Source: an optimization exercise on an open RTL-to-GDS flow (aim: small area). Production flows keep margins and buffers that such runs may drop.
The RTL was checked by simulation tests, not by an equivalence proof against the original design.
Power is estimated from default activity; no workload was simulated.

==> run P <==
// ip_mem_top
module ip_mem_top
#(
	parameter int MEM_DEPTH = 16,
	parameter int MEM_WIDTH = 8,
	parameter int AP_DEPTH  = 4
)
(
	input  logic                                 bus_if,
	input  logic                                 reset_n_i,
	input  logic                                 read_i,
	input  logic                                 write_i,
	input  logic [mem_pkg::ADDR_W-1:0]           addr_i,
	input  logic [mem_pkg::SIZE_W-1:0]           size_i,
	input  logic                                 write_valid_i,
	input  logic [MEM_WIDTH*mem_pkg::BYTE_W-1:0] write_data_i,
	output logic                                 grant_o,
	output logic                                 read_valid_o,
	output logic [MEM_WIDTH*mem_pkg::BYTE_W-1:0] read_data_o,
	output logic                                 error_o
);
==> flow/config.mk <==
export PLATFORM = sky130hd
export DESIGN_NAME = ip_mem_top
export DESIGN_NICKNAME = ip_mem_top
export VERILOG_FILES = /design/flow/design.v
export SDC_FILE = /design/flow/constraint.sdc
export NUM_CORES = 4
export LEC_CHECK = 0
export CAP_MARGIN = 20
export CORE_MARGIN = 2
export CORE_UTILIZATION = 60
export SLEW_MARGIN = 20
==> flow/constraint.sdc <==
create_clock -name core_clock -period 6.5 [get_ports {bus_if}]
set_input_delay 1.3000 -clock core_clock [delete_from_list [all_inputs] [get_ports {bus_if}]]
set_output_delay 1.3000 -clock core_clock [all_outputs]
set_load 0.01 [all_outputs]
standard.sh (not shown) runs the stock make flow with config.mk's settings and CLKGATE_MAP_FILE= SYNTH_SCRIPT=/design/flow/synth_recipe.tcl, a recipe that flattens the netlist after the stock synthesis.
==> flow/flow/run.sh <==
#!/bin/bash
# Standard synthesis, then the combinational logic re-mapped for area by ABC (registers kept
# as the standard synthesis made them), then the standard layout with port buffers of the
# smallest size and a clock tree without dummy loads.
set -euo pipefail
HERE=$(pwd)
FLOWDIR=$HERE/flow
RES=$HERE/orfs/results/$FLOW_PLATFORM/ip_mem_top/base
YOSYS=$FLOW_HOME/../tools/install/yosys/bin/yosys
LIB=$FLOW_HOME/platforms/$FLOW_PLATFORM/lib/sky130_fd_sc_hd__tt_025C_1v80.lib

export BUFFER_PORTS_ARGS="-buffer_cell sky130_fd_sc_hd__buf_1"
export CTS_ARGS="-sink_clustering_enable -repair_clock_nets -dont_use_dummy_load -sink_clustering_size 10 -sink_clustering_max_diameter 40 -buf_list sky130_fd_sc_hd__clkbuf_4"

bash standard.sh synth > synth.log 2>&1

cp $RES/1_2_yosys.v $HERE/std_synth.v
DONT_USE=$(sed -n '/^export DONT_USE_CELLS/,/^#/p' $FLOW_HOME/platforms/$FLOW_PLATFORM/config.mk | grep -o 'sky130_fd_sc_hd__[a-z0-9_]*' | sed 's/^/-dont_use /' | tr '\n' ' ')
cat > remap.ys <<EOS
read_liberty -ignore_miss_func $LIB
read_verilog $HERE/std_synth.v
hierarchy -top $FLOW_TOP
blackbox $(cat $FLOWDIR/seq_cells.txt)
flatten
delete t:\$scopeinfo
opt_clean
tee -o $HERE/remap_before.txt stat -liberty $LIB
abc -liberty $LIB $DONT_USE -script $FLOWDIR/area.abc
opt_clean -purge
hilomap -singleton -hicell sky130_fd_sc_hd__conb_1 HI -locell sky130_fd_sc_hd__conb_1 LO
insbuf -buf sky130_fd_sc_hd__buf_4 A X
opt_clean -purge
check
tee -o $HERE/remap_after.txt stat -liberty $LIB
select $FLOW_TOP
write_verilog -noattr -noexpr -nohex -nodec -selected $HERE/remap.v
EOS
$YOSYS -s remap.ys > remap.log 2>&1
cp $HERE/remap.v $RES/1_2_yosys.v
rm -f $RES/1_synth.odb $RES/1_synth.sdc

bash standard.sh MATCH_CELL_FOOTPRINT=0 finish > standard.log 2>&1
==> flow/flow/area.abc <==
&get -n
&st
&dch -f
&nf -a -p -R 1000
&put
mfs2 -a
&get -n
&st
&dch -f
&nf -a -p -R 1000
&put
mfs2 -a
&get -n
&st
&dch -f
&nf -a -p -R 1000
&put
topo
==> flow/flow/seq_cells.txt <==
sky130_fd_sc_hd__dfbbn_1 sky130_fd_sc_hd__dfbbn_2 sky130_fd_sc_hd__dfbbp_1 sky130_fd_sc_hd__dfrbp_1 sky130_fd_sc_hd__dfrbp_2 sky130_fd_sc_hd__dfrtn_1 sky130_fd_sc_hd__dfrtp_1 sky130_fd_sc_hd__dfrtp_2 sky130_fd_sc_hd__dfrtp_4 sky130_fd_sc_hd__dfsbp_1 sky130_fd_sc_hd__dfsbp_2 sky130_fd_sc_hd__dfstp_1 sky130_fd_sc_hd__dfstp_2 sky130_fd_sc_hd__dfstp_4 sky130_fd_sc_hd__dfxbp_1 sky130_fd_sc_hd__dfxbp_2 sky130_fd_sc_hd__dfxtp_1 sky130_fd_sc_hd__dfxtp_2 sky130_fd_sc_hd__dfxtp_4 sky130_fd_sc_hd__dlclkp_1 sky130_fd_sc_hd__dlclkp_2 sky130_fd_sc_hd__dlclkp_4 sky130_fd_sc_hd__dlrbn_1 sky130_fd_sc_hd__dlrbn_2 sky130_fd_sc_hd__dlrbp_1 sky130_fd_sc_hd__dlrbp_2 sky130_fd_sc_hd__dlrtn_1 sky130_fd_sc_hd__dlrtn_2 sky130_fd_sc_hd__dlrtn_4 sky130_fd_sc_hd__dlrtp_1 sky130_fd_sc_hd__dlrtp_2 sky130_fd_sc_hd__dlrtp_4 sky130_fd_sc_hd__dlxbn_1 sky130_fd_sc_hd__dlxbn_2 sky130_fd_sc_hd__dlxbp_1 sky130_fd_sc_hd__dlxtn_1 sky130_fd_sc_hd__dlxtn_2 sky130_fd_sc_hd__dlxtn_4 sky130_fd_sc_hd__dlxtp_1 sky130_fd_sc_hd__edfxbp_1 sky130_fd_sc_hd__edfxtp_1 sky130_fd_sc_hd__lpflow_inputisolatch_1 sky130_fd_sc_hd__sdfbbn_1 sky130_fd_sc_hd__sdfbbn_2 sky130_fd_sc_hd__sdfbbp_1 sky130_fd_sc_hd__sdfrbp_1 sky130_fd_sc_hd__sdfrbp_2 sky130_fd_sc_hd__sdfrtn_1 sky130_fd_sc_hd__sdfrtp_1 sky130_fd_sc_hd__sdfrtp_2 sky130_fd_sc_hd__sdfrtp_4 sky130_fd_sc_hd__sdfsbp_1 sky130_fd_sc_hd__sdfsbp_2 sky130_fd_sc_hd__sdfstp_1 sky130_fd_sc_hd__sdfstp_2 sky130_fd_sc_hd__sdfstp_4 sky130_fd_sc_hd__sdfxbp_1 sky130_fd_sc_hd__sdfxbp_2 sky130_fd_sc_hd__sdfxtp_1 sky130_fd_sc_hd__sdfxtp_2 sky130_fd_sc_hd__sdfxtp_4 sky130_fd_sc_hd__sdlclkp_1 sky130_fd_sc_hd__sdlclkp_2 sky130_fd_sc_hd__sdlclkp_4 sky130_fd_sc_hd__sedfxbp_1 sky130_fd_sc_hd__sedfxbp_2 sky130_fd_sc_hd__sedfxtp_1 sky130_fd_sc_hd__sedfxtp_2 sky130_fd_sc_hd__sedfxtp_4
==> run R (differences from run P) <==
==> flow/flow/run.sh (replaced) <==
#!/bin/bash
# Standard layout, with port buffers of the smallest size and a clock tree without dummy loads
set -o pipefail
cp standard.sh standard_sh.txt
export BUFFER_PORTS_ARGS="-buffer_cell sky130_fd_sc_hd__buf_1"
export CTS_ARGS="-sink_clustering_enable -repair_clock_nets -dont_use_dummy_load -sink_clustering_size 10 -sink_clustering_max_diameter 40 -buf_list sky130_fd_sc_hd__clkbuf_4"
bash standard.sh > standard.log 2>&1
removed: flow/flow/area.abc
removed: flow/flow/seq_cells.txt
==> qor summary <==
Number of antenna violations at the first check in global routing: run R 3; run P 2
Number of ordinary inverters in the final layout: run R 13; run P 2
Placed instance count: run R 3,378; run P 3,208
Result of the run: run R no timing/DRC/antenna violations; run P no timing/DRC/antenna violations
Total via count in the routed design: run R 23,993; run P 23,940
Relative slew slack: run R 27.25%; run P 26.31%
Proportion of cell area occupied by multi-input gates: run R 16.85%; run P 15.54%
Multi-input gate count: run R 1,072; run P 940
Stages on the worst setup path: run R 11; run P 12
Wirelength per Cell: run R 31.03 microns; run P 33.60 microns
Core Region: run R 68,950 sq um; run P 67,040 sq um
Worst hold slack after final layout: run R 0.5063 ns; run P 0.4531 ns
Syn Nets: run R 2,475; run P 2,182
Hold wc startpoint: run R u_dp_ctrl.v_r$_SDFFE_PN0P_; run P u_ap_fifo.rptr_r[1]$_SDFFE_PN0P_
Max frequency: run R 0.2385 GHz; run P 0.2202 GHz
Final cell count without fillers: run R 3,528; run P 3,351
Hold Path Stages: run R 2; run P 1
Overall die area: run R 72,060 sq um; run P 69,680 sq um
Non-clock buffers: run R 227; run P 259

---

==> inputs of 04-04 <==
Starting RTL as in the previous note.
clock: 6.5 ns
lec_check: 0
cap_margin: 20
core_margin: 2
core_utilization: 60
slew_margin: 20
==> flow/flow/run.sh <==
#!/bin/bash
# Standard synthesis, then the combinational logic re-mapped for area by ABC (registers kept
# as the standard synthesis made them), then the standard layout with port buffers of the
# smallest size and a clock tree without dummy loads.
set -euo pipefail
HERE=$(pwd)
FLOWDIR=$HERE/flow
RES=$HERE/orfs/results/$FLOW_PLATFORM/ip_mem_top/base
YOSYS=$FLOW_HOME/../tools/install/yosys/bin/yosys
PERIOD_PS=$(awk "BEGIN{printf \"%d\", $FLOW_PERIOD_NS*1000}")
LIB=$FLOW_HOME/platforms/$FLOW_PLATFORM/lib/sky130_fd_sc_hd__tt_025C_1v80.lib

export BUFFER_PORTS_ARGS="-buffer_cell sky130_fd_sc_hd__buf_1"
export CTS_ARGS="-sink_clustering_enable -repair_clock_nets -dont_use_dummy_load -sink_clustering_size 18 -sink_clustering_max_diameter 50 -buf_list sky130_fd_sc_hd__clkbuf_8"

bash standard.sh synth > synth.log 2>&1

cp $RES/1_2_yosys.v $HERE/std_synth.v
DONT_USE=$(sed -n '/^export DONT_USE_CELLS/,/^#/p' $FLOW_HOME/platforms/$FLOW_PLATFORM/config.mk | grep -o 'sky130_fd_sc_hd__[a-z0-9_]*' | sed 's/^/-dont_use /' | tr '\n' ' ')
cat > remap.ys <<EOS
read_liberty -ignore_miss_func $LIB
read_verilog $HERE/std_synth.v
hierarchy -top $FLOW_TOP
blackbox $(cat $FLOWDIR/seq_cells.txt)
flatten
delete t:\$scopeinfo
opt_clean
tee -o $HERE/remap_before.txt stat -liberty $LIB
abc -liberty $LIB $DONT_USE -constr $FLOWDIR/abc.constr -D $PERIOD_PS -script $FLOWDIR/area.abc
opt_clean -purge
hilomap -singleton -hicell sky130_fd_sc_hd__conb_1 HI -locell sky130_fd_sc_hd__conb_1 LO
insbuf -buf sky130_fd_sc_hd__buf_4 A X
opt_clean -purge
check
tee -o $HERE/remap_after.txt stat -liberty $LIB
select $FLOW_TOP
write_verilog -noattr -noexpr -nohex -nodec -selected $HERE/remap.v
EOS
$YOSYS -s remap.ys > remap.log 2>&1
cp $HERE/remap.v $RES/1_2_yosys.v
rm -f $RES/1_synth.odb $RES/1_synth.sdc

bash standard.sh finish > standard.log 2>&1
==> flow/flow/abc.constr <==
set_driving_cell sky130_fd_sc_hd__buf_1
set_load 5
==> flow/flow/area.abc <==
&get -n
&st
&dch -f
&nf -a -p -R 1000
&put
mfs2 -a
&get -n
&st
&dch -f
&nf -a -p -R 1000
&put
mfs2 -a
&get -n
&st
&dch -f
&nf -a -p -R 1000
&put
topo
stime -c
buffer -c
upsize -c
dnsize -c
Other scripts of this flow, unchanged in this note and not shown: flow/flow/seq_cells.txt
==> inputs of 02-28, as changes to 04-04 <==
--- a/flow/flow/run.sh
+++ b/flow/flow/run.sh
@@ -8,9 +8,8 @@
 RES=$HERE/orfs/results/$FLOW_PLATFORM/ip_mem_top/base
 YOSYS=$FLOW_HOME/../tools/install/yosys/bin/yosys
-PERIOD_PS=$(awk "BEGIN{printf \"%d\", $FLOW_PERIOD_NS*1000}")
 LIB=$FLOW_HOME/platforms/$FLOW_PLATFORM/lib/sky130_fd_sc_hd__tt_025C_1v80.lib
 
 export BUFFER_PORTS_ARGS="-buffer_cell sky130_fd_sc_hd__buf_1"
-export CTS_ARGS="-sink_clustering_enable -repair_clock_nets -dont_use_dummy_load -sink_clustering_size 18 -sink_clustering_max_diameter 50 -buf_list sky130_fd_sc_hd__clkbuf_8"
+export CTS_ARGS="-sink_clustering_enable -repair_clock_nets -dont_use_dummy_load -sink_clustering_size 10 -sink_clustering_max_diameter 40 -buf_list sky130_fd_sc_hd__clkbuf_4"
 
 bash standard.sh synth > synth.log 2>&1
@@ -27,5 +26,5 @@
 opt_clean
 tee -o $HERE/remap_before.txt stat -liberty $LIB
-abc -liberty $LIB $DONT_USE -constr $FLOWDIR/abc.constr -D $PERIOD_PS -script $FLOWDIR/area.abc
+abc -liberty $LIB $DONT_USE -script $FLOWDIR/area.abc
 opt_clean -purge
 hilomap -singleton -hicell sky130_fd_sc_hd__conb_1 HI -locell sky130_fd_sc_hd__conb_1 LO
--- a/flow/flow/area.abc
+++ b/flow/flow/area.abc
@@ -17,6 +17,2 @@
 &put
 topo
-stime -c
-buffer -c
-upsize -c
-dnsize -c
Settings changed: GPL_TIMING_DRIVEN set to 0.
removed: flow/flow/abc.constr
==> notes.md <==
quantity	04-04	02-28
Routed WL per cell	34.2 um	32.9 um
Path type of the worst setup path	in2reg	reg2reg
Iteration-0 DRC count of the detailed router	3246	3369
Critical Path AT	4770 ps	5530 ps
Average vias per placed instance	7.07	7.08
Share of the clock period used by the worst path	0.648	0.744
Result of the run	no timing/DRC/antenna violations	no timing/DRC/antenna violations
Gp weighted congestion	0.803	0.775
Worst setup path endpoint	u_rd_resp.read_data_o[5]	u_rd_resp.read_data_o[1]
Part of the power in registers	0.557	0.549
Count of buffers not belonging to the clock network in the layout	246	318
Post-layout minimum cycle time	4210 ps	4830 ps
Reg clk slew, reported paths	60 ps	90 ps
Antenna cell count	1	3
Gate power share	0.236	0.263
Core Region	68500 um^2	67000 um^2
Stage delay of the slowest cell on the critical path	560 ps	830 ps
Multi-input logic area	7080 um^2	6990 um^2
DP Wirelength	57000 um	71200 um
Critical Path Stages	13	14
Cell area reported after detailed placement	43600 um^2	46400 um^2
Total Routing Usage GR	0.321	0.328

---

==> yarrow: inputs <==
==> flow/design.v <==
package mem_pkg;
	localparam int ADDR_W  = 32;	 
	localparam int SIZE_W  = 4;	 
	localparam int BYTE_W  = 8;	 
	localparam int IDX_W   = 4;	 
	localparam int DATA_W  = 64;	 
	localparam int DEPTH   = 16;	 
	localparam logic [SIZE_W-1:0] SIZE_1DW = 4'd3;	 
	localparam logic [SIZE_W-1:0] SIZE_2DW = 4'd8;	 
	localparam logic [SIZE_W-1:0] SIZE_4DW = 4'd9;	 
	localparam logic [1:0] LEN_ERR = 2'd2;
endpackage
`timescale 1ns/1ps
import mem_pkg::*;
module ap_fifo
#(
	parameter int AP_DEPTH = 4,
	parameter int ENT_W    = 7
)
(
	input  logic             bus_if,
	input  logic             reset_n_i,
	input  logic             req_i,
	input  logic [ENT_W-1:0] ent_i,
	input  logic             pop_i,
	output logic             grant_o,
	output logic [ENT_W-1:0] head_o,
	output logic             not_empty_o
);
	localparam int PTR_W = $clog2(AP_DEPTH);
	localparam int CNT_W = $clog2(AP_DEPTH + 1);
	logic [ENT_W-1:0] ent_r [AP_DEPTH];
	logic [PTR_W-1:0] wptr_r;
	logic [PTR_W-1:0] rptr_r;
	logic [CNT_W-1:0] count_r;
	logic             push_s;
	assign push_s = req_i && !count_r[CNT_W-1] && !grant_o;
	always_ff @(posedge bus_if)
	begin
		if (!reset_n_i)
		begin
			wptr_r  <= '0;
			rptr_r  <= '0;
			count_r <= '0;
			grant_o <= 1'b0;
		end
		else
		begin
			if (push_s)
				wptr_r <= wptr_r + 1'b1;
			if (pop_i)
				rptr_r <= rptr_r + 1'b1;
			case ({push_s, pop_i})
				2'b10:   count_r <= count_r + 1'b1;
				2'b01:   count_r <= count_r - 1'b1;
				default: count_r <= count_r;
			endcase
			grant_o <= push_s;
		end
	end
	always_ff @(posedge bus_if)
	begin
		if (push_s)
			ent_r[wptr_r] <= ent_i;
	end
	assign head_o      = ent_r[rptr_r];
	assign not_empty_o = (count_r != '0);
endmodule
`timescale 1ns/1ps
import mem_pkg::*;
module ap_decode
(
	input  logic [mem_pkg::ADDR_W-1:0] addr_i,
	input  logic [mem_pkg::SIZE_W-1:0] size_i,
	output logic [1:0]                 len_o,	 
	output logic [mem_pkg::IDX_W-1:0]  idx_o
);
	logic hi_zero;	 
	logic lo_zero;	 
	logic ok;
	assign hi_zero = (addr_i[ADDR_W-1:7] == '0);
	assign lo_zero = (addr_i[2:0] == 3'd0);
	assign idx_o   = addr_i[6:3];
	always_comb
	begin
		case (size_i)
			SIZE_1DW: begin len_o = 2'd0; ok = hi_zero && ((idx_o != 4'd15) || lo_zero); end
			SIZE_2DW: begin len_o = 2'd1; ok = hi_zero && ((idx_o < 4'd14) || (idx_o == 4'd14 && lo_zero)); end
			SIZE_4DW: begin len_o = 2'd3; ok = hi_zero && ((idx_o < 4'd12) || (idx_o == 4'd12 && lo_zero)); end
			default:  begin len_o = LEN_ERR; ok = 1'b0; end
		endcase
		if (!ok)
			len_o = LEN_ERR;
	end
endmodule
`timescale 1ns/1ps
import mem_pkg::*;
module dp_ctrl
(
	input  logic                      bus_if,
	input  logic                      reset_n_i,
	input  logic                      not_empty_i,
	input  logic                      head_rd_i,
	input  logic [1:0]                head_len_i,
	input  logic [mem_pkg::IDX_W-1:0] head_idx_i,
	input  logic                      write_valid_i,
	output logic                      pop_o,
	output logic                      we_o,		 
	output logic [mem_pkg::IDX_W-1:0] wr_idx_o,
	output logic [mem_pkg::IDX_W-1:0] rd_idx_o,	 
	output logic                      rd_load_o,	 
	output logic                      fwd_o,	 
	output logic                      read_valid_o,
	output logic                      error_o
);
	logic              v_r;		 
	logic              e_r;		 
	logic              w_r;		 
	logic [IDX_W-1:0]  idx_r;	 
	logic [1:0]        rem_r;	 
	logic              rd_s;	 
	logic              beat_s;
	logic              fin_s;
	logic              head_err;
	assign rd_s     = v_r && !e_r;
	assign we_o     = w_r && write_valid_i;
	assign beat_s   = rd_s || we_o;
	assign fin_s    = !(rd_s || w_r) || (beat_s && rem_r == 2'd0);
	assign pop_o    = fin_s && not_empty_i;
	assign head_err = (head_len_i == LEN_ERR);
	assign rd_idx_o  = fin_s ? head_idx_i : idx_r + 1'b1;
	assign rd_load_o = fin_s ? (not_empty_i && head_rd_i && !head_err) : rd_s;
	assign fwd_o     = we_o && (idx_r == head_idx_i);
	assign wr_idx_o  = idx_r;
	assign read_valid_o = v_r;
	assign error_o      = e_r;
	always_ff @(posedge bus_if)
	begin
		if (!reset_n_i)
		begin
			v_r <= 1'b0;
			e_r <= 1'b0;
			w_r <= 1'b0;
		end
		else if (fin_s)
		begin
			v_r <= not_empty_i && head_rd_i;
			e_r <= not_empty_i && head_err;
			w_r <= not_empty_i && !head_rd_i && !head_err;
		end
	end
	always_ff @(posedge bus_if)
	begin
		if (fin_s)
		begin
			idx_r <= head_idx_i;
			rem_r <= head_len_i;
		end
		else if (beat_s)
		begin
			idx_r <= idx_r + 1'b1;
			rem_r <= rem_r - 1'b1;
		end
	end
endmodule
`timescale 1ns/1ps
import mem_pkg::*;
module mem_lane
(
	input  logic                      bus_if,
	input  logic                      reset_n_i,
	input  logic                      we_i,
	input  logic [mem_pkg::IDX_W-1:0] wr_idx_i,
	input  logic [mem_pkg::DATA_W-1:0] wr_data_i,
	output logic [mem_pkg::DEPTH-1:0][mem_pkg::DATA_W-1:0] mem_o
);
	logic [DATA_W-1:0] mem_r [DEPTH];
	always_ff @(posedge bus_if)
	begin
		for (int i = 0; i < DEPTH; i++)
		begin
			if (!reset_n_i || (we_i && wr_idx_i == IDX_W'(i)))
				mem_r[i] <= reset_n_i ? wr_data_i : '0;
		end
	end
	for (genvar g = 0; g < DEPTH; g++)
	begin : g_out
		assign mem_o[g] = mem_r[g];
	end
endmodule
`timescale 1ns/1ps
import mem_pkg::*;
module rd_resp
(
	input  logic                       bus_if,
	input  logic                       reset_n_i,
	input  logic                       load_i,
	input  logic                       fwd_i,
	input  logic [mem_pkg::IDX_W-1:0]  idx_i,
	input  logic [mem_pkg::DEPTH-1:0][mem_pkg::DATA_W-1:0] mem_i,
	input  logic [mem_pkg::DATA_W-1:0] wr_data_i,
	output logic [mem_pkg::DATA_W-1:0] read_data_o
);
	logic [DATA_W-1:0] word_s;
	logic [DEPTH:0] sel_s;	 
	always_comb
	begin
		for (int i = 0; i < DEPTH; i++)
			sel_s[i] = reset_n_i && !fwd_i && idx_i == IDX_W'(i);
		sel_s[DEPTH] = reset_n_i && fwd_i;
		word_s = wr_data_i & {DATA_W{sel_s[DEPTH]}};
		for (int i = 0; i < DEPTH; i++)
			word_s = word_s | (mem_i[i] & {DATA_W{sel_s[i]}});
	end
	always_ff @(posedge bus_if)
	begin
		if (!reset_n_i || load_i)
			read_data_o <= word_s;
	end
endmodule
`timescale 1ns/1ps
import mem_pkg::*;
module ip_mem_top
#(
	parameter int MEM_DEPTH = 16,
	parameter int MEM_WIDTH = 8,
	parameter int AP_DEPTH  = 4
)
(
	input  logic                                 bus_if,
	input  logic                                 reset_n_i,
	input  logic                                 read_i,
	input  logic                                 write_i,
	input  logic [mem_pkg::ADDR_W-1:0]           addr_i,
	input  logic [mem_pkg::SIZE_W-1:0]           size_i,
	input  logic                                 write_valid_i,
	input  logic [MEM_WIDTH*mem_pkg::BYTE_W-1:0] write_data_i,
	output logic                                 grant_o,
	output logic                                 read_valid_o,
	output logic [MEM_WIDTH*mem_pkg::BYTE_W-1:0] read_data_o,
	output logic                                 error_o
);
	logic [1:0]        len;
	logic [IDX_W-1:0]  idx;
	logic [6:0]        head;
	logic              not_empty;
	logic              pop;
	logic              we;
	logic [IDX_W-1:0]  wr_idx;
	logic [IDX_W-1:0]  rd_idx;
	logic              rd_load;
	logic              fwd;
	logic [DEPTH-1:0][DATA_W-1:0] mem;
	ap_decode u_ap_decode
	(
		.addr_i(addr_i), .size_i(size_i), .len_o(len), .idx_o(idx)
	);
	ap_fifo #(.AP_DEPTH(AP_DEPTH), .ENT_W(7)) u_ap_fifo
	(
		.bus_if(bus_if), .reset_n_i(reset_n_i),
		.req_i(read_i || write_i), .ent_i({read_i, len, idx}),
		.pop_i(pop), .grant_o(grant_o), .head_o(head), .not_empty_o(not_empty)
	);
	dp_ctrl u_dp_ctrl
	(
		.bus_if(bus_if), .reset_n_i(reset_n_i),
		.not_empty_i(not_empty), .head_rd_i(head[6]), .head_len_i(head[5:4]),
		.head_idx_i(head[3:0]), .write_valid_i(write_valid_i),
		.pop_o(pop), .we_o(we), .wr_idx_o(wr_idx), .rd_idx_o(rd_idx),
		.rd_load_o(rd_load), .fwd_o(fwd),
		.read_valid_o(read_valid_o), .error_o(error_o)
	);
	mem_lane u_mem
	(
		.bus_if(bus_if), .reset_n_i(reset_n_i), .we_i(we), .wr_idx_i(wr_idx),
		.wr_data_i(write_data_i), .mem_o(mem)
	);
	rd_resp u_rd_resp
	(
		.bus_if(bus_if), .reset_n_i(reset_n_i), .load_i(rd_load), .fwd_i(fwd),
		.idx_i(rd_idx), .mem_i(mem), .wr_data_i(write_data_i), .read_data_o(read_data_o)
	);
endmodule
==> flow/flow/run.sh <==
#!/bin/bash
# Standard layout, with port buffers of the smallest size and a clock tree without dummy loads
set -o pipefail
cp standard.sh standard_sh.txt
export BUFFER_PORTS_ARGS="-buffer_cell sky130_fd_sc_hd__buf_1"
export CTS_ARGS="-sink_clustering_enable -repair_clock_nets -dont_use_dummy_load -sink_clustering_size 18 -sink_clustering_max_diameter 50 -buf_list sky130_fd_sc_hd__clkbuf_8"
bash standard.sh > standard.log 2>&1
==> flow/standard.sh <==
#!/bin/bash
# synth_recipe.tcl (not shown) runs the flow's synth.tcl, then flattens the netlist and writes it again
# the make line also repeats each setting of config.mk as NAME=value (left out here)
make -C /OpenROAD-flow-scripts/flow DESIGN_CONFIG=/design/flow/config.mk WORK_HOME=/design/flow/orfs CLKGATE_MAP_FILE= SYNTH_SCRIPT=/design/flow/synth_recipe.tcl "${@:-finish}"
==> flow/config.mk <==
export PLATFORM = sky130hd
export DESIGN_NAME = ip_mem_top
export DESIGN_NICKNAME = ip_mem_top
export VERILOG_FILES = /design/flow/design.v
export SDC_FILE = /design/flow/constraint.sdc
export NUM_CORES = 4
export LEC_CHECK = 0
export CAP_MARGIN = 20
export CORE_MARGIN = 2
export CORE_UTILIZATION = 60
export SLEW_MARGIN = 20
==> flow/constraint.sdc <==
create_clock -name core_clock -period 6.5 [get_ports {bus_if}]
set_input_delay 1.3000 -clock core_clock [delete_from_list [all_inputs] [get_ports {bus_if}]]
set_output_delay 1.3000 -clock core_clock [all_outputs]
set_load 0.01 [all_outputs]
==> inputs of zinc, as changes to yarrow <==
==> flow/flow/run.sh (replaced) <==
#!/bin/bash
# Standard synthesis, then the combinational logic re-mapped for area by ABC (registers kept
# as the standard synthesis made them), then the standard layout with port buffers of the
# smallest size and a clock tree without dummy loads.
set -euo pipefail
HERE=$(pwd)
FLOWDIR=$HERE/flow
RES=$HERE/orfs/results/$FLOW_PLATFORM/ip_mem_top/base
YOSYS=$FLOW_HOME/../tools/install/yosys/bin/yosys
LIB=$FLOW_HOME/platforms/$FLOW_PLATFORM/lib/sky130_fd_sc_hd__tt_025C_1v80.lib

export BUFFER_PORTS_ARGS="-buffer_cell sky130_fd_sc_hd__buf_1"
export CTS_ARGS="-sink_clustering_enable -repair_clock_nets -dont_use_dummy_load -sink_clustering_size 10 -sink_clustering_max_diameter 40 -buf_list sky130_fd_sc_hd__clkbuf_4"

bash standard.sh synth > synth.log 2>&1

cp $RES/1_2_yosys.v $HERE/std_synth.v
DONT_USE=$(sed -n '/^export DONT_USE_CELLS/,/^#/p' $FLOW_HOME/platforms/$FLOW_PLATFORM/config.mk | grep -o 'sky130_fd_sc_hd__[a-z0-9_]*' | sed 's/^/-dont_use /' | tr '\n' ' ')
cat > remap.ys <<EOS
read_liberty -ignore_miss_func $LIB
read_verilog $HERE/std_synth.v
hierarchy -top $FLOW_TOP
blackbox $(cat $FLOWDIR/seq_cells.txt)
flatten
delete t:\$scopeinfo
opt_clean
tee -o $HERE/remap_before.txt stat -liberty $LIB
abc -liberty $LIB $DONT_USE -script $FLOWDIR/area.abc
opt_clean -purge
hilomap -singleton -hicell sky130_fd_sc_hd__conb_1 HI -locell sky130_fd_sc_hd__conb_1 LO
insbuf -buf sky130_fd_sc_hd__buf_4 A X
opt_clean -purge
check
tee -o $HERE/remap_after.txt stat -liberty $LIB
select $FLOW_TOP
write_verilog -noattr -noexpr -nohex -nodec -selected $HERE/remap.v
EOS
$YOSYS -s remap.ys > remap.log 2>&1
cp $HERE/remap.v $RES/1_2_yosys.v
rm -f $RES/1_synth.odb $RES/1_synth.sdc

bash standard.sh MATCH_CELL_FOOTPRINT=0 RECOVER_POWER=100 finish > standard.log 2>&1
==> flow/flow/area.abc (new file) <==
&get -n
&st
&dch -f
&nf -a -p -R 1000
&put
mfs2 -a
&get -n
&st
&dch -f
&nf -a -p -R 1000
&put
mfs2 -a
&get -n
&st
&dch -f
&nf -a -p -R 1000
&put
topo
==> flow/flow/seq_cells.txt (new file) <==
sky130_fd_sc_hd__dfbbn_1 sky130_fd_sc_hd__dfbbn_2 sky130_fd_sc_hd__dfbbp_1 sky130_fd_sc_hd__dfrbp_1 sky130_fd_sc_hd__dfrbp_2 sky130_fd_sc_hd__dfrtn_1 sky130_fd_sc_hd__dfrtp_1 sky130_fd_sc_hd__dfrtp_2 sky130_fd_sc_hd__dfrtp_4 sky130_fd_sc_hd__dfsbp_1 sky130_fd_sc_hd__dfsbp_2 sky130_fd_sc_hd__dfstp_1 sky130_fd_sc_hd__dfstp_2 sky130_fd_sc_hd__dfstp_4 sky130_fd_sc_hd__dfxbp_1 sky130_fd_sc_hd__dfxbp_2 sky130_fd_sc_hd__dfxtp_1 sky130_fd_sc_hd__dfxtp_2 sky130_fd_sc_hd__dfxtp_4 sky130_fd_sc_hd__dlclkp_1 sky130_fd_sc_hd__dlclkp_2 sky130_fd_sc_hd__dlclkp_4 sky130_fd_sc_hd__dlrbn_1 sky130_fd_sc_hd__dlrbn_2 sky130_fd_sc_hd__dlrbp_1 sky130_fd_sc_hd__dlrbp_2 sky130_fd_sc_hd__dlrtn_1 sky130_fd_sc_hd__dlrtn_2 sky130_fd_sc_hd__dlrtn_4 sky130_fd_sc_hd__dlrtp_1 sky130_fd_sc_hd__dlrtp_2 sky130_fd_sc_hd__dlrtp_4 sky130_fd_sc_hd__dlxbn_1 sky130_fd_sc_hd__dlxbn_2 sky130_fd_sc_hd__dlxbp_1 sky130_fd_sc_hd__dlxtn_1 sky130_fd_sc_hd__dlxtn_2 sky130_fd_sc_hd__dlxtn_4 sky130_fd_sc_hd__dlxtp_1 sky130_fd_sc_hd__edfxbp_1 sky130_fd_sc_hd__edfxtp_1 sky130_fd_sc_hd__lpflow_inputisolatch_1 sky130_fd_sc_hd__sdfbbn_1 sky130_fd_sc_hd__sdfbbn_2 sky130_fd_sc_hd__sdfbbp_1 sky130_fd_sc_hd__sdfrbp_1 sky130_fd_sc_hd__sdfrbp_2 sky130_fd_sc_hd__sdfrtn_1 sky130_fd_sc_hd__sdfrtp_1 sky130_fd_sc_hd__sdfrtp_2 sky130_fd_sc_hd__sdfrtp_4 sky130_fd_sc_hd__sdfsbp_1 sky130_fd_sc_hd__sdfsbp_2 sky130_fd_sc_hd__sdfstp_1 sky130_fd_sc_hd__sdfstp_2 sky130_fd_sc_hd__sdfstp_4 sky130_fd_sc_hd__sdfxbp_1 sky130_fd_sc_hd__sdfxbp_2 sky130_fd_sc_hd__sdfxtp_1 sky130_fd_sc_hd__sdfxtp_2 sky130_fd_sc_hd__sdfxtp_4 sky130_fd_sc_hd__sdlclkp_1 sky130_fd_sc_hd__sdlclkp_2 sky130_fd_sc_hd__sdlclkp_4 sky130_fd_sc_hd__sedfxbp_1 sky130_fd_sc_hd__sedfxbp_2 sky130_fd_sc_hd__sedfxtp_1 sky130_fd_sc_hd__sedfxtp_2 sky130_fd_sc_hd__sedfxtp_4
==> inputs of garnet, as changes to yarrow <==
==> flow/flow/run.sh (replaced) <==
#!/bin/bash
# Standard synthesis, then the combinational logic re-mapped for area by ABC (registers kept
# as the standard synthesis made them), then the standard layout with port buffers of the
# smallest size and a clock tree without dummy loads.
set -euo pipefail
HERE=$(pwd)
FLOWDIR=$HERE/flow
RES=$HERE/orfs/results/$FLOW_PLATFORM/ip_mem_top/base
YOSYS=$FLOW_HOME/../tools/install/yosys/bin/yosys
LIB=$FLOW_HOME/platforms/$FLOW_PLATFORM/lib/sky130_fd_sc_hd__tt_025C_1v80.lib

export BUFFER_PORTS_ARGS="-buffer_cell sky130_fd_sc_hd__buf_1"
export CTS_ARGS="-sink_clustering_enable -repair_clock_nets -dont_use_dummy_load -sink_clustering_size 10 -sink_clustering_max_diameter 40 -buf_list sky130_fd_sc_hd__clkbuf_4"

bash standard.sh synth > synth.log 2>&1

cp $RES/1_2_yosys.v $HERE/std_synth.v
DONT_USE=$(sed -n '/^export DONT_USE_CELLS/,/^#/p' $FLOW_HOME/platforms/$FLOW_PLATFORM/config.mk | grep -o 'sky130_fd_sc_hd__[a-z0-9_]*' | sed 's/^/-dont_use /' | tr '\n' ' ')
cat > remap.ys <<EOS
read_liberty -ignore_miss_func $LIB
read_verilog $HERE/std_synth.v
hierarchy -top $FLOW_TOP
blackbox $(cat $FLOWDIR/seq_cells.txt)
flatten
delete t:\$scopeinfo
opt_clean
tee -o $HERE/remap_before.txt stat -liberty $LIB
abc -liberty $LIB $DONT_USE -script $FLOWDIR/area.abc
opt_clean -purge
hilomap -singleton -hicell sky130_fd_sc_hd__conb_1 HI -locell sky130_fd_sc_hd__conb_1 LO
insbuf -buf sky130_fd_sc_hd__buf_4 A X
opt_clean -purge
check
tee -o $HERE/remap_after.txt stat -liberty $LIB
select $FLOW_TOP
write_verilog -noattr -noexpr -nohex -nodec -selected $HERE/remap.v
EOS
$YOSYS -s remap.ys > remap.log 2>&1
cp $HERE/remap.v $RES/1_2_yosys.v
rm -f $RES/1_synth.odb $RES/1_synth.sdc

bash standard.sh finish > standard.log 2>&1
==> flow/flow/area.abc (new file) <==
&get -n
&st
&dch -f
&nf -a -p -R 1000
&put
mfs2
&get -n
&st
&dch -f
&nf -a -p -R 1000
&put
topo
==> flow/flow/seq_cells.txt (new file) <==
sky130_fd_sc_hd__dfbbn_1 sky130_fd_sc_hd__dfbbn_2 sky130_fd_sc_hd__dfbbp_1 sky130_fd_sc_hd__dfrbp_1 sky130_fd_sc_hd__dfrbp_2 sky130_fd_sc_hd__dfrtn_1 sky130_fd_sc_hd__dfrtp_1 sky130_fd_sc_hd__dfrtp_2 sky130_fd_sc_hd__dfrtp_4 sky130_fd_sc_hd__dfsbp_1 sky130_fd_sc_hd__dfsbp_2 sky130_fd_sc_hd__dfstp_1 sky130_fd_sc_hd__dfstp_2 sky130_fd_sc_hd__dfstp_4 sky130_fd_sc_hd__dfxbp_1 sky130_fd_sc_hd__dfxbp_2 sky130_fd_sc_hd__dfxtp_1 sky130_fd_sc_hd__dfxtp_2 sky130_fd_sc_hd__dfxtp_4 sky130_fd_sc_hd__dlclkp_1 sky130_fd_sc_hd__dlclkp_2 sky130_fd_sc_hd__dlclkp_4 sky130_fd_sc_hd__dlrbn_1 sky130_fd_sc_hd__dlrbn_2 sky130_fd_sc_hd__dlrbp_1 sky130_fd_sc_hd__dlrbp_2 sky130_fd_sc_hd__dlrtn_1 sky130_fd_sc_hd__dlrtn_2 sky130_fd_sc_hd__dlrtn_4 sky130_fd_sc_hd__dlrtp_1 sky130_fd_sc_hd__dlrtp_2 sky130_fd_sc_hd__dlrtp_4 sky130_fd_sc_hd__dlxbn_1 sky130_fd_sc_hd__dlxbn_2 sky130_fd_sc_hd__dlxbp_1 sky130_fd_sc_hd__dlxtn_1 sky130_fd_sc_hd__dlxtn_2 sky130_fd_sc_hd__dlxtn_4 sky130_fd_sc_hd__dlxtp_1 sky130_fd_sc_hd__edfxbp_1 sky130_fd_sc_hd__edfxtp_1 sky130_fd_sc_hd__lpflow_inputisolatch_1 sky130_fd_sc_hd__sdfbbn_1 sky130_fd_sc_hd__sdfbbn_2 sky130_fd_sc_hd__sdfbbp_1 sky130_fd_sc_hd__sdfrbp_1 sky130_fd_sc_hd__sdfrbp_2 sky130_fd_sc_hd__sdfrtn_1 sky130_fd_sc_hd__sdfrtp_1 sky130_fd_sc_hd__sdfrtp_2 sky130_fd_sc_hd__sdfrtp_4 sky130_fd_sc_hd__sdfsbp_1 sky130_fd_sc_hd__sdfsbp_2 sky130_fd_sc_hd__sdfstp_1 sky130_fd_sc_hd__sdfstp_2 sky130_fd_sc_hd__sdfstp_4 sky130_fd_sc_hd__sdfxbp_1 sky130_fd_sc_hd__sdfxbp_2 sky130_fd_sc_hd__sdfxtp_1 sky130_fd_sc_hd__sdfxtp_2 sky130_fd_sc_hd__sdfxtp_4 sky130_fd_sc_hd__sdlclkp_1 sky130_fd_sc_hd__sdlclkp_2 sky130_fd_sc_hd__sdlclkp_4 sky130_fd_sc_hd__sedfxbp_1 sky130_fd_sc_hd__sedfxbp_2 sky130_fd_sc_hd__sedfxtp_1 sky130_fd_sc_hd__sedfxtp_2 sky130_fd_sc_hd__sedfxtp_4
--- a/flow/config.mk
+++ b/flow/config.mk
@@ -7,5 +7,6 @@
 export LEC_CHECK = 0
 export CAP_MARGIN = 20
 export CORE_MARGIN = 2
-export CORE_UTILIZATION = 60
+export CORE_UTILIZATION = 65
+export PLACE_DENSITY = 0.75
 export SLEW_MARGIN = 20
==> notes.md <==
Status: zinc failed layout checks; garnet no timing/DRC/antenna violations; yarrow no timing/DRC/antenna violations
Reasons for failing layout checks: zinc capacitance limit, slew limit; garnet -; yarrow -
Post-Synthesis Net Count: zinc 2182; garnet 2212; yarrow 2475
R2r startpoint: zinc u_dp_ctrl.w_r$_SDFFE_PN0P_; garnet -; yarrow u_dp_ctrl.rem_r[0]$_DFFE_PP_
CP required: zinc 7.05 ns; garnet 7.28 ns; yarrow 7.09 ns
Area of the multi-input gates: zinc 6750 um^2; garnet 6970 um^2; yarrow 7580 um^2
Number of buffers created by CTS: zinc 141; garnet 136; yarrow 96
Antenna violations before repair: zinc 2; garnet 1; yarrow 1
Iteration count of the initial detailed-routing pass: zinc 6; garnet 6; yarrow 9
Number of tap cells inserted: zinc 873; garnet 837; yarrow 931
Depth of the critical timing path with buffers and inverters included: zinc 5; garnet 12; yarrow 10
Met3 capacity usage during global routing: zinc 0.0650; garnet 0.0744; yarrow 0.0368
Met1 track demand over resource in global routing: zinc 0.471; garnet 0.453; yarrow 0.464
M1 WL: zinc 43700 um; garnet 36200 um; yarrow 45100 um
Total placed cells including tap cells: zinc 3208; garnet 3189; yarrow 3378
Number of nets in the layout: zinc 2584; garnet 2596; yarrow 2662
Cell internal pwr: zinc 11.3 mW; garnet 11.0 mW; yarrow 11.6 mW
Tightest hold margin: zinc 0.458 ns; garnet 0.456 ns; yarrow 0.515 ns
Clock-pin transition on the worst setup and hold timing paths: zinc 0.09 ns; garnet 0.10 ns; yarrow 0.08 ns
First-iteration detailed-routing DRC count: zinc 3436; garnet 3413; yarrow 3130

what the ideal ports hide:
How much do the figures lean on ideal ports? The routed layouts below were timed once more, with nothing changed but the port constraints.
Step 1 assumes that a clkbuf_16 drives the clock port and a buf_2 every other input.
Step 2, shift: input delay + t, output delay - t, t = (earliest + latest rising clock arrival at the registers) / 2. This alone moves slack from input paths to output paths.
a / b / c = ideal / step 1 / step 2; a / b = the first two.
| run | t, ns | slack for setup (ns) | cell pins on the clock port's net |
|---|---|---|---|
| run P | 1.026 | 1.958 / 1.958 / 1.278 | 1 |
| run R | 1.046 | 2.307 / 2.307 / 1.309 | 1 |
| 04-04 | 0.774 | 2.289 / 2.328 / 1.554 | 1 |
| 02-28 | 1.036 | 1.666 / 1.666 / 0.857 | 1 |
| yarrow | 0.766 | 1.999 / 2.046 / 1.280 | 1 |
| zinc | 1.030 | 0.820 / 0.849 / -0.181 | 1 |
| garnet | 1.055 | 1.775 / 1.775 / 1.089 | 1 |
For zinc, which loses most, drivers alone change the setup slack by +0.029 ns; drivers and shift together by -1.001 ns.
